This design comes from an exercise in tuning for small area, a short achievable clock period and few clock cycles per item on the open sky130 flow, not from production work. Only the layout flow was run in this run; the RTL was not checked for function there. Power is estimated from default activity; no workload was simulated.

[config.mk]
export PLATFORM = sky130hd
export DESIGN_NAME = tlb_page_table_translator
export DESIGN_NICKNAME = tlb_page_table_translator
export VERILOG_FILES = /design/flow/design.v
export SDC_FILE = /design/flow/constraint.sdc
export NUM_CORES = 4
export LEC_CHECK = 0
export ABC_CLOCK_PERIOD_IN_PS = 2700
export CAP_MARGIN = 20
export CORE_MARGIN = 2
export CORE_UTILIZATION = 40
export PLACE_DENSITY = 0.6
export SETUP_SLACK_MARGIN = 4.3
export SLEW_MARGIN = 20
[run.sh]
#!/bin/bash
# synth_recipe.tcl (not shown) runs the flow's synth.tcl, then flattens the netlist and writes it again
# the make line also repeats each setting of config.mk as NAME=value (left out here)
make -C /OpenROAD-flow-scripts/flow DESIGN_CONFIG=/design/flow/config.mk WORK_HOME=/design/flow/orfs CLKGATE_MAP_FILE= SYNTH_SCRIPT=/design/flow/synth_recipe.tcl finish
[design.v]
package tlbpt_pkg;
  localparam int unsigned ADDR_W     = 16;
  localparam int unsigned CNT_W      = 32;
  localparam int unsigned IN_DATA_W  = 16;
  localparam int unsigned OUT_DATA_W = 120;
  localparam int unsigned PAGE_W     = 8;
  localparam int unsigned FRAME_W    = 8;
  localparam int unsigned OFF_W      = 8;
  localparam int unsigned FCNT_W     = PAGE_W + 1;
endpackage
module tlbpt_ctrl (
  input  logic clk,
  input  logic rst_n,
  input  logic in_tvalid,
  output logic in_tready,
  input  logic out_tready,
  output logic in_fire,     
  output logic a_commit,    
  output logic s_to_o,      
  output logic a_to_o,      
  output logic a_to_s,      
  output logic out_tvalid
);
  logic a_v, s_v, o_v;
  logic o_load;
  assign a_commit  = a_v && !s_v;
  assign in_tready = !a_v || !s_v;
  assign in_fire   = in_tvalid && in_tready;
  assign o_load    = !o_v || out_tready;
  assign s_to_o    = o_load && s_v;
  assign a_to_o    = o_load && a_commit;
  assign a_to_s    = !o_load && a_commit;
  always_ff @(posedge clk) begin
    if (!rst_n) begin
      a_v <= 1'b0;
      s_v <= 1'b0;
      o_v <= 1'b0;
    end else begin
      if (in_tready) begin
        a_v <= in_tvalid;
      end
      if (o_load) begin
        o_v <= s_v || a_commit;
        s_v <= 1'b0;
      end else if (a_commit) begin
        s_v <= 1'b1;
      end
    end
  end
  assign out_tvalid = o_v;
endmodule
module tlbpt_datapath #(
  parameter int unsigned TLB_ENTRIES = 16,
  parameter int unsigned PAGE_COUNT  = 256
) (
  input  logic        clk,
  input  logic        rst_n,
  input  logic [15:0] in_tdata,
  input  logic        in_fire,
  input  logic        a_commit,
  input  logic        s_to_o,
  input  logic        a_to_o,
  input  logic        a_to_s,
  output logic [tlbpt_pkg::OUT_DATA_W-1:0] out_tdata
);
  localparam int unsigned ADDR_W     = tlbpt_pkg::ADDR_W;
  localparam int unsigned CNT_W      = tlbpt_pkg::CNT_W;
  localparam int unsigned OUT_DATA_W = tlbpt_pkg::OUT_DATA_W;
  localparam int unsigned PAGE_W     = tlbpt_pkg::PAGE_W;
  localparam int unsigned FRAME_W    = tlbpt_pkg::FRAME_W;
  localparam int unsigned OFF_W      = tlbpt_pkg::OFF_W;
  localparam int unsigned FCNT_W     = tlbpt_pkg::FCNT_W;
  localparam int unsigned TLB_W      = $clog2(TLB_ENTRIES);
  localparam int unsigned HALF_W     = PAGE_W / 2;
  localparam int unsigned HALF_N     = 1 << HALF_W;
  logic [PAGE_W-1:0]  a_page;
  logic [OFF_W-1:0]   a_off;
  always_ff @(posedge clk) begin
    if (in_fire) begin
      a_page <= in_tdata[15:8];
      a_off  <= in_tdata[7:0];
    end
  end
  logic [HALF_N-1:0]     dec_lo, dec_hi;
  logic [PAGE_COUNT-1:0] sel;
  logic [PAGE_COUNT-1:0] pt_v;
  logic [FRAME_W-1:0]    pt_f [PAGE_COUNT];
  logic [FRAME_W-1:0]    free_r;
  logic                  rd_v;
  logic [FRAME_W-1:0]    rd_f;
  logic                  a_fault;
  always_comb begin
    for (int i = 0; i < HALF_N; i++) begin
      dec_lo[i] = (a_page[HALF_W-1:0] == HALF_W'(i));
      dec_hi[i] = (a_page[PAGE_W-1:HALF_W] == HALF_W'(i));
    end
  end
  for (genvar p = 0; p < PAGE_COUNT; p++) begin : g_pt
    logic we;
    assign sel[p] = dec_hi[p / HALF_N] && dec_lo[p % HALF_N];
    assign we     = a_commit && sel[p] && !pt_v[p];
    always_ff @(posedge clk) begin
      if (!rst_n) begin
        pt_v[p] <= 1'b0;
      end else if (we) begin
        pt_v[p] <= 1'b1;
      end
    end
    always_ff @(posedge clk) begin
      if (we) begin
        pt_f[p] <= free_r;
      end
    end
  end
  always_comb begin
    rd_v = 1'b0;
    rd_f = '0;
    for (int p = 0; p < PAGE_COUNT; p++) begin
      rd_v = rd_v | (sel[p] & pt_v[p]);
      rd_f = rd_f | ({FRAME_W{sel[p]}} & pt_f[p]);
    end
  end
  assign a_fault = !rd_v;
  logic [PAGE_W-1:0]      tag_r [TLB_ENTRIES];
  logic [TLB_W-1:0]       ptr_r;
  logic                   full_r;
  logic [TLB_ENTRIES-1:0] match;
  logic                   a_hit;
  logic [FRAME_W-1:0]     a_frame;
  always_comb begin
    for (int i = 0; i < TLB_ENTRIES; i++) begin
      match[i] = (full_r || (TLB_W'(i) < ptr_r)) && (tag_r[i] == a_page);
    end
  end
  assign a_hit   = |match;
  assign a_frame = rd_v ? rd_f : free_r;
  always_ff @(posedge clk) begin
    if (a_commit && !a_hit) begin
      tag_r[ptr_r] <= a_page;
    end
  end
  always_ff @(posedge clk) begin
    if (!rst_n) begin
      free_r <= '0;
      ptr_r  <= '0;
      full_r <= 1'b0;
    end else if (a_commit) begin
      if (a_fault) begin
        free_r <= free_r + FRAME_W'(1);
      end
      if (!a_hit) begin
        ptr_r <= ptr_r + TLB_W'(1);
        if (ptr_r == TLB_W'(TLB_ENTRIES - 1)) begin
          full_r <= 1'b1;
        end
      end
    end
  end
  logic [ADDR_W-1:0]  s_phys;
  logic               s_hit, s_fault;
  logic [ADDR_W-1:0]  o_phys;
  logic               o_hit, o_fault;
  logic [CNT_W-1:0]   hits_r, misses_r;
  logic [FCNT_W-1:0]  faults_r;
  logic               r_hit, r_fault, r_load;
  always_ff @(posedge clk) begin
    if (a_to_s) begin
      s_phys  <= {a_frame, a_off};
      s_hit   <= a_hit;
      s_fault <= a_fault;
    end
    if (s_to_o) begin
      o_phys  <= s_phys;
      o_hit   <= s_hit;
      o_fault <= s_fault;
    end else if (a_to_o) begin
      o_phys  <= {a_frame, a_off};
      o_hit   <= a_hit;
      o_fault <= a_fault;
    end
  end
  assign r_load  = s_to_o || a_to_o;
  assign r_hit   = s_to_o ? s_hit   : a_hit;
  assign r_fault = s_to_o ? s_fault : a_fault;
  always_ff @(posedge clk) begin
    if (!rst_n) begin
      hits_r   <= '0;
      misses_r <= '0;
      faults_r <= '0;
    end else if (r_load) begin
      if (r_hit) begin
        if (hits_r != '1) begin
          hits_r <= hits_r + CNT_W'(1);
        end
      end else begin
        if (misses_r != '1) begin
          misses_r <= misses_r + CNT_W'(1);
        end
        if (r_fault) begin
          faults_r <= faults_r + FCNT_W'(1);
        end
      end
    end
  end
  assign out_tdata = {
    (OUT_DATA_W - 3 * CNT_W - 2 - ADDR_W)'(0),
    CNT_W'(faults_r),
    misses_r,
    hits_r,
    o_fault,
    o_hit,
    o_phys
  };
endmodule
module tlb_page_table_translator #(
  parameter int unsigned TLB_ENTRIES = 16,
  parameter int unsigned PAGE_COUNT  = 256,
  parameter int unsigned FRAME_COUNT = 256,
  parameter int unsigned OFFSET_BITS = 8
) (
  input  logic                             clk,
  input  logic                             rst_n,
  input  logic                             in_tvalid,
  output logic                             in_tready,
  input  logic [tlbpt_pkg::IN_DATA_W-1:0]  in_tdata,
  output logic                             out_tvalid,
  input  logic                             out_tready,
  output logic [tlbpt_pkg::OUT_DATA_W-1:0] out_tdata
);
  logic in_fire, a_commit, s_to_o, a_to_o, a_to_s;
  tlbpt_ctrl u_ctrl (
    .clk        (clk),
    .rst_n      (rst_n),
    .in_tvalid  (in_tvalid),
    .in_tready  (in_tready),
    .out_tready (out_tready),
    .in_fire    (in_fire),
    .a_commit   (a_commit),
    .s_to_o     (s_to_o),
    .a_to_o     (a_to_o),
    .a_to_s     (a_to_s),
    .out_tvalid (out_tvalid)
  );
  tlbpt_datapath #(
    .TLB_ENTRIES (TLB_ENTRIES),
    .PAGE_COUNT  (PAGE_COUNT)
  ) u_datapath (
    .clk       (clk),
    .rst_n     (rst_n),
    .in_tdata  (in_tdata),
    .in_fire   (in_fire),
    .a_commit  (a_commit),
    .s_to_o    (s_to_o),
    .a_to_o    (a_to_o),
    .a_to_s    (a_to_s),
    .out_tdata (out_tdata)
  );
endmodule
[constraint.sdc]
create_clock -name core_clock -period 7.0 [get_ports {clk}]
set_input_delay 1.4000 -clock core_clock [delete_from_list [all_inputs] [get_ports {clk}]]
set_output_delay 1.4000 -clock core_clock [all_outputs]
set_load 0.01 [all_outputs]
==> results.yml <==
outcome:
  status: "stopped before the end"
  lastStage: "5_1_grt"
  first-error: "[ERROR GRT-0232] Routing congestion too high. Check the congestion heatmap in the GUI."
yosys:
  syn_avg_cell_area_um2: 14.84
  syn_inst: 6646
  ys_seq_area_share_pct: 74.83
  synth_flop_cell: "edfxtp_1"
  async_flop_share_pct: 0
  synth_enable_flop_cells: 2228
  yosysUniqueCellTypes: 79
  yosys_warnings: 3
  netlist_area_um2: 98640
  ys_ff_latch: 2573
global_routing:
  grt_use_total_pct: 64.85
  grt_overflow: 1
  grt_max_degree: 147
floorplanning:
  die_width_um: 500.6
  io_pins: 142
  std_cell_rows: 182
  start_util_pct: 40.18
  die_h_um: 500.6
placed_design:
  dpl-instance-area_um2: 112900
  port_buffers: 112
  globalplace.congestion: 1.302
  dp_hpwl_mm: 533.6
  placed_cells: 10262
clock_network:
  numCtsBuffers: 298
  hold_buffers: 0
  cts.sinks: 2573
  cts.path.max_buffers: 4
  root_buffer: "clkbuf_16"
  htreeDepth: 5
-- routing by layer --
layer | overflow | global-route usage [%]
met1 | 1 | 65.26
met2 | 0 | 76.23
met3 | 0 | 54.36
met4 | 0 | 61.38
met5 | 0 | 42.43
-- per-stage QoR --
| step | util, % | setup TNS [ps] | worst slack (ps) | hold slack, ps | total power, W |
|---|---|---|---|---|---|
| floorplan | - | 0 | 3462 | 426.2 | 0.01746 |
| global placement | 45.69 | -210.4 | -210.4 | 439.2 | 0.01815 |
| detailed placement | 46.00 | 0 | 593.6 | 440.4 | 0.01815 |
| CTS | 55.18 | 0 | 2457 | 455.9 | 0.03368 |
-- cells in the mapped netlist (all sizes together), types with 29 or more instances --
| cell type | n | area share, % |
|---|---|---|
| nand3 | 72 | 0.37 |
| nand4 | 126 | 0.81 |
| clkbuf | 235 | 0.89 |
| nor4 | 203 | 1.3 |
| a222oi | 35 | 0.36 |
| a22oi | 748 | 5.7 |
| mux2i | 29 | 0.29 |
| edfxtp | 2228 | 68 |
| o21ai | 37 | 0.19 |
| xor2 | 71 | 0.63 |
| a31oi | 94 | 0.60 |
| dfxtp | 345 | 7.0 |
| nand2 | 270 | 1.0 |
| xnor2 | 115 | 1.0 |
| a221oi | 50 | 0.45 |
| nor3 | 223 | 1.1 |
| a22o | 111 | 0.99 |
| a21oi | 276 | 1.4 |
| buf | 220 | 1.2 |
| nor2 | 594 | 2.3 |
| o22ai | 122 | 0.77 |
| a32oi | 106 | 0.94 |
-- cells by family after synthesis --
family | after synthesis | synth area share (%)
AOI/OAI and AO/OA | 1665 | 12.16
xor gates and xnor gates | 186 | 1.651
adders and majority gates | 8 | 0.1015
buffers and inverters | 482 | 2.236
DFF | 2573 | 74.83
muxes | 55 | 0.5949
other | 1 | 0.003802
and+or+nand+nor | 1676 | 8.426
-- worst min-delay path by stage --
stage                                    from                   end  slack (ps)  cells after the start
after floorplan           u_datapath.a_off[0]  u_datapath.s_phys[0]         430                      0
after global placement    u_datapath.a_off[4]  u_datapath.s_phys[4]         440                      0
after detailed placement  u_datapath.a_off[1]  u_datapath.s_phys[1]         440                      0
after CTS                 u_datapath.a_off[1]  u_datapath.s_phys[1]         460                      0
-- timing repair --
item / CTS
endpoints found under the setup margin: 2665
setup buffers: 714
resized for setup: 1587
pin swaps: 315
cloned: 44
-- power by group through the flow --
stage          clock, W  sequential (W)  combinational, W
4_1_cts          0.0155          0.0166           0.00165
3_5_place_dp          0          0.0169           0.00125
3_3_place_gp          0          0.0169           0.00125
2_1_floorplan         0          0.0169          0.000545
